This design comes from an exercise in tuning for small area and a short achievable clock period on the open sky130 flow, not from production work. In this exercise RTL edits were held to simulation tests only and were not proved equivalent to the original.

==> branch fjord <==
// mem_access_unit
module mem_access_unit #(
    parameter int unsigned ADDR_W   = 16,
    parameter int unsigned DATA_W   = 16,
    parameter int unsigned DEPTH    = 256,
    parameter int unsigned WAIT_CYC = 2
) (
    input  logic              clk,
    input  logic              reset,
    input  logic [ADDR_W-1:0] addr,
    input  logic [DATA_W-1:0] wdata,
    input  logic              rd_req,
    input  logic              wr_req,
    output logic [DATA_W-1:0] rdata,
    output logic              busy,
    output logic              done,
    output logic              err
);
==> module mem_access_unit, before the edit <==
module mem_access_unit #(
    parameter int unsigned ADDR_W   = 16,
    parameter int unsigned DATA_W   = 16,
    parameter int unsigned DEPTH    = 256,
    parameter int unsigned WAIT_CYC = 2
) (
    input  logic              clk,
    input  logic              reset,
    input  logic [ADDR_W-1:0] addr,
    input  logic [DATA_W-1:0] wdata,
    input  logic              rd_req,
    input  logic              wr_req,
    output logic [DATA_W-1:0] rdata,
    output logic              busy,
    output logic              done,
    output logic              err
);
    localparam int unsigned AW = $clog2(DEPTH);
    localparam logic [3:0] WaitLoad = 4'(WAIT_CYC);
    typedef enum logic [1:0] {
        StIdle,
        StWait,
        StDone
    } state_e;
    state_e            state;
    logic [3:0]        cnt;
    logic [AW-1:0]     idx;
    logic [DATA_W-1:0] wdata_lat;
    logic              op_wr;
    logic              oor;
    logic              oor_next;
    logic              access_now;
    logic              mem_we;
    logic [DATA_W-1:0] mem [DEPTH];
    assign oor_next = |(addr >> AW);
    assign access_now = (state == StWait) && (cnt == 4'd0);
    assign mem_we     = access_now && op_wr && !oor && !reset;
    always_ff @(posedge clk) begin
        if (mem_we) begin
            mem[idx] <= wdata_lat;
        end
    end
    always_ff @(posedge clk) begin
        if (reset) begin
            state <= StIdle;
            cnt   <= 4'd0;
            busy  <= 1'b0;
            done  <= 1'b0;
            err   <= 1'b0;
            rdata <= '0;
            oor   <= 1'b0;
        end else begin
            unique case (state)
                StIdle: begin
                    done <= 1'b0;
                    err  <= 1'b0;
                    if (rd_req || wr_req) begin
                        idx       <= addr[AW-1:0];
                        wdata_lat <= wdata;
                        op_wr     <= wr_req;
                        oor       <= oor_next;
                        cnt       <= WaitLoad;
                        busy      <= 1'b1;
                        state     <= StWait;
                    end
                end
                StWait: begin
                    if (cnt != 4'd0) begin
                        cnt <= cnt - 4'd1;
                    end else begin
                        if (!op_wr) begin
                            rdata <= oor ? '0 : mem[idx];
                        end
                        busy  <= 1'b0;
                        done  <= 1'b1;
                        err   <= oor;
                        state <= StDone;
                    end
                end
                StDone: begin
                    done  <= 1'b0;
                    err   <= 1'b0;
                    state <= StIdle;
                end
                default: begin
                    busy  <= 1'b0;
                    done  <= 1'b0;
                    err   <= 1'b0;
                    state <= StIdle;
                end
            endcase
        end
    end
endmodule
Settings: LEC_CHECK=0, CAP_MARGIN=20, CORE_MARGIN=2, CORE_UTILIZATION=40, SLEW_MARGIN=20; clock period 4.5 ns.
run.sh (not shown) runs the stock make flow with config.mk's settings and CLKGATE_MAP_FILE= SYNTH_SCRIPT=/design/flow/synth_recipe.tcl, a recipe that flattens the netlist after the stock synthesis.
==> branch ember (differences from branch fjord) <==
==> flow/design.v (replaced) <==
module mem_access_unit #(
    parameter int unsigned ADDR_W   = 16,
    parameter int unsigned DATA_W   = 16,
    parameter int unsigned DEPTH    = 256,
    parameter int unsigned WAIT_CYC = 2
) (
    input  logic              clk,
    input  logic              reset,
    input  logic [ADDR_W-1:0] addr,
    input  logic [DATA_W-1:0] wdata,
    input  logic              rd_req,
    input  logic              wr_req,
    output logic [DATA_W-1:0] rdata,
    output logic              busy,
    output logic              done,
    output logic              err
);
    localparam int unsigned AW = $clog2(DEPTH);    
    localparam int unsigned HW = AW / 2;           
    localparam int unsigned NG = 1 << HW;          
    logic              w1, w2, w3;
    logic              idle;
    logic              accept;
    logic [AW-1:0]     idx;
    logic [DATA_W-1:0] wd;
    logic              op_wr;
    logic              oor;
    logic              oor_next;
    assign oor_next = |(addr >> AW);
    assign idle   = !busy && !done;
    assign accept = idle && (rd_req || wr_req);
    always_ff @(posedge clk) begin
        if (reset) begin
            w1   <= 1'b0;
            w2   <= 1'b0;
            w3   <= 1'b0;
            busy <= 1'b0;
            done <= 1'b0;
            err  <= 1'b0;
        end else begin
            w1   <= accept;
            w2   <= w1;
            w3   <= w2;
            busy <= accept || w1 || w2;
            done <= w3;
            err  <= w3 && oor;
        end
    end
    always_ff @(posedge clk) begin
        if (idle) begin
            idx   <= addr[AW-1:0];
            wd    <= wdata;
            op_wr <= wr_req;
            oor   <= oor_next;
        end
    end
    logic [NG-1:0] hi_sel;    
    logic [NG-1:0] lo_sel [4];  
    logic [NG-1:0] lo_wr;     
    logic          wr_fire;
    assign wr_fire = w3 && op_wr && !oor && !reset;
    always_ff @(posedge clk) begin
        for (int g = 0; g < NG; g++) begin
            hi_sel[g] <= !oor && (idx[AW-1:HW] == HW'(g));
            for (int c = 0; c < 4; c++) lo_sel[c][g] <= (idx[HW-1:0] == HW'(g)) && (idx[AW-1:AW-2] == 2'(c));
            lo_wr[g]  <= wr_fire && (idx[HW-1:0] == HW'(g));
        end
    end
    logic [DATA_W-1:0] word_or [NG];
    for (genvar h = 0; h < NG; h++) begin : g_hi
        logic [DATA_W-1:0] grp_or;
        logic [DATA_W-1:0] terms [NG];
        for (genvar l = 0; l < NG; l++) begin : g_lo
            logic [DATA_W-1:0] q;
            always_ff @(posedge clk) begin
                if (hi_sel[h] && lo_wr[l]) begin
                    q <= wd;
                end
            end
            assign terms[l] = q & {DATA_W{lo_sel[h / 4][l]}};
        end
        always_comb begin
            grp_or = '0;
            for (int l = 0; l < NG; l++) grp_or = grp_or | terms[l];
        end
        assign word_or[h] = grp_or & {DATA_W{hi_sel[h]}};
    end
    localparam int unsigned NP = 4;
    logic [DATA_W-1:0] part_d [NP];
    logic [DATA_W-1:0] part [NP];
    always_comb begin
        for (int p = 0; p < NP; p++) begin
            part_d[p] = '0;
            for (int h = p * (NG / NP); h < (p + 1) * (NG / NP); h++) part_d[p] = part_d[p] | word_or[h];
        end
    end
    always_ff @(posedge clk) begin
        for (int p = 0; p < NP; p++) part[p] <= part_d[p];
    end
    logic [DATA_W-1:0] rd_word;
    always_comb begin
        rd_word = '0;
        for (int p = 0; p < NP; p++) rd_word = rd_word | part[p];
    end
    always_ff @(posedge clk) begin
        if (reset) begin
            rdata <= '0;
        end else if (w3 && !op_wr) begin
            rdata <= rd_word;
        end
    end
endmodule
ABC_CLOCK_PERIOD_IN_PS = 2500   (was not set)
CORE_UTILIZATION = 60   (was 40)
CTS_CLUSTER_DIAMETER = 100   (was not set)
CTS_CLUSTER_SIZE = 25   (was not set)
SETUP_SLACK_MARGIN = 2.0   (was not set)
==> branch cedar (differences from branch fjord) <==
==> flow/design.v (replaced) <==
module mem_access_unit #(
    parameter int unsigned ADDR_W   = 16,
    parameter int unsigned DATA_W   = 16,
    parameter int unsigned DEPTH    = 256,
    parameter int unsigned WAIT_CYC = 2
) (
    input  logic              clk,
    input  logic              reset,
    input  logic [ADDR_W-1:0] addr,
    input  logic [DATA_W-1:0] wdata,
    input  logic              rd_req,
    input  logic              wr_req,
    output logic [DATA_W-1:0] rdata,
    output logic              busy,
    output logic              done,
    output logic              err
);
    localparam int unsigned AW = $clog2(DEPTH);    
    localparam int unsigned HW = AW / 2;           
    localparam int unsigned NG = 1 << HW;          
    logic              w1, w2, w3;
    logic              idle;
    logic              accept;
    logic [AW-1:0]     idx;
    logic [DATA_W-1:0] wd;
    logic              op_wr;
    logic              oor;
    logic              oor_next;
    assign oor_next = |(addr >> AW);
    assign idle   = !busy && !done;
    assign accept = idle && (rd_req || wr_req);
    always_ff @(posedge clk) begin
        if (reset) begin
            w1   <= 1'b0;
            w2   <= 1'b0;
            w3   <= 1'b0;
            busy <= 1'b0;
            done <= 1'b0;
            err  <= 1'b0;
        end else begin
            w1   <= accept;
            w2   <= w1;
            w3   <= w2;
            busy <= accept || w1 || w2;
            done <= w3;
            err  <= w3 && oor;
        end
    end
    always_ff @(posedge clk) begin
        if (idle) begin
            idx   <= addr[AW-1:0];
            wd    <= wdata;
            op_wr <= wr_req;
            oor   <= oor_next;
        end
    end
    logic [NG-1:0] hi_sel;    
    logic [NG-1:0] lo_sel;    
    logic [NG-1:0] lo_wr;     
    logic          wr_fire;
    assign wr_fire = w3 && op_wr && !oor && !reset;
    always_ff @(posedge clk) begin
        for (int g = 0; g < NG; g++) begin
            hi_sel[g] <= !oor && (idx[AW-1:HW] == HW'(g));
            lo_sel[g] <= (idx[HW-1:0] == HW'(g));
            lo_wr[g]  <= wr_fire && (idx[HW-1:0] == HW'(g));
        end
    end
    logic [DATA_W-1:0] word_or [NG];
    for (genvar h = 0; h < NG; h++) begin : g_hi
        logic [DATA_W-1:0] grp_or;
        logic [DATA_W-1:0] terms [NG];
        for (genvar l = 0; l < NG; l++) begin : g_lo
            logic [DATA_W-1:0] q;
            always_ff @(posedge clk) begin
                if (hi_sel[h] && lo_wr[l]) begin
                    q <= wd;
                end
            end
            assign terms[l] = q & {DATA_W{lo_sel[l]}};
        end
        always_comb begin
            grp_or = '0;
            for (int l = 0; l < NG; l++) grp_or = grp_or | terms[l];
        end
        assign word_or[h] = grp_or & {DATA_W{hi_sel[h]}};
    end
    logic [DATA_W-1:0] rd_word;
    always_comb begin
        rd_word = '0;
        for (int h = 0; h < NG; h++) rd_word = rd_word | word_or[h];
    end
    always_ff @(posedge clk) begin
        if (reset) begin
            rdata <= '0;
        end else if (w3 && !op_wr) begin
            rdata <= rd_word;
        end
    end
endmodule
==> flow_summary.toml <==
[finish]
regMostFlops = "mem"
top_regs = "mem x4096, rdata x16, wdata_lat x16"
fin_area_um2 = 184800

[synth]
synthTopCellsByCount = "edfxtp_1 (4,121), mux4_2 (808), mux2i_1 (518)"
yosysSeqAreaShare = 0.7773

[placed_design]
dp_slack_ps = -239.0

[critical_path]
arrival_ps = 5210
r2r-end = "rdata[7]"

[status]
status = "timing/DRC/antenna clean"
# the run above: branch fjord

==> flow_summary.toml <==
[synth]
synthTopCellsByCount = "edfxtp_1 (4,122), a221oi_1 (935), a22o_1 (935)"
yosysSeqAreaShare = 0.8329

[placed_design]
dp_slack_ps = 208.4

[critical_path]
r2r-end = "rdata[14]"

[global_route]
gr-usage-met2 = 0.3599

[finish]
fin_area_um2 = 171700
regMostFlops = "g_hi.g_lo.q"

[status]
status = "timing/DRC/antenna clean"
# the run above: branch cedar

==> flow_summary.toml <==
[status]
status = "timing/DRC/antenna clean"

[finish]
top_regs = "g_hi.g_lo.q x4096, lo_sel x64, part x64"
regMostFlops = "g_hi.g_lo.q"
fin_area_um2 = 163900

[synth]
yosysSeqAreaShare = 0.8284
synthTopCellsByCount = "edfxtp_1 (4,122), a22o_1 (704), a22oi_1 (704)"
# the run above: branch ember

-- afterwards: timing with drivers on the ports --
In the flow no input, the clock included, has a driving cell. The finished layouts below were timed again as built, in two steps. Step 1: set_driving_cell puts a clkbuf_16 on clk and a buf_2 on each other input, an assumption about the parent block. Step 2 moves the port delays by t, midway between the first and last clock arrival at a register: inputs arrive t later, outputs are due t later. That takes back most of the time a late clock gives input paths. Three values: ideal, step 1, step 2; two values: the first two.
run	t, ns	setup WS [ns]	worst slew at a driven data input, ns
branch fjord	1.072	0.130 / 0.130 / -0.391	0.21
branch ember	0.964	1.936 / 1.936 / 1.841	0.08
branch cedar	1.050	0.192 / 0.192 / 0.192	0.06
Met with ideal ports but missed after step 2: setup timing in branch fjord. The setup slack of branch fjord, which loses most, moves by 0.000 ns with the drivers and by -0.521 ns with both steps.
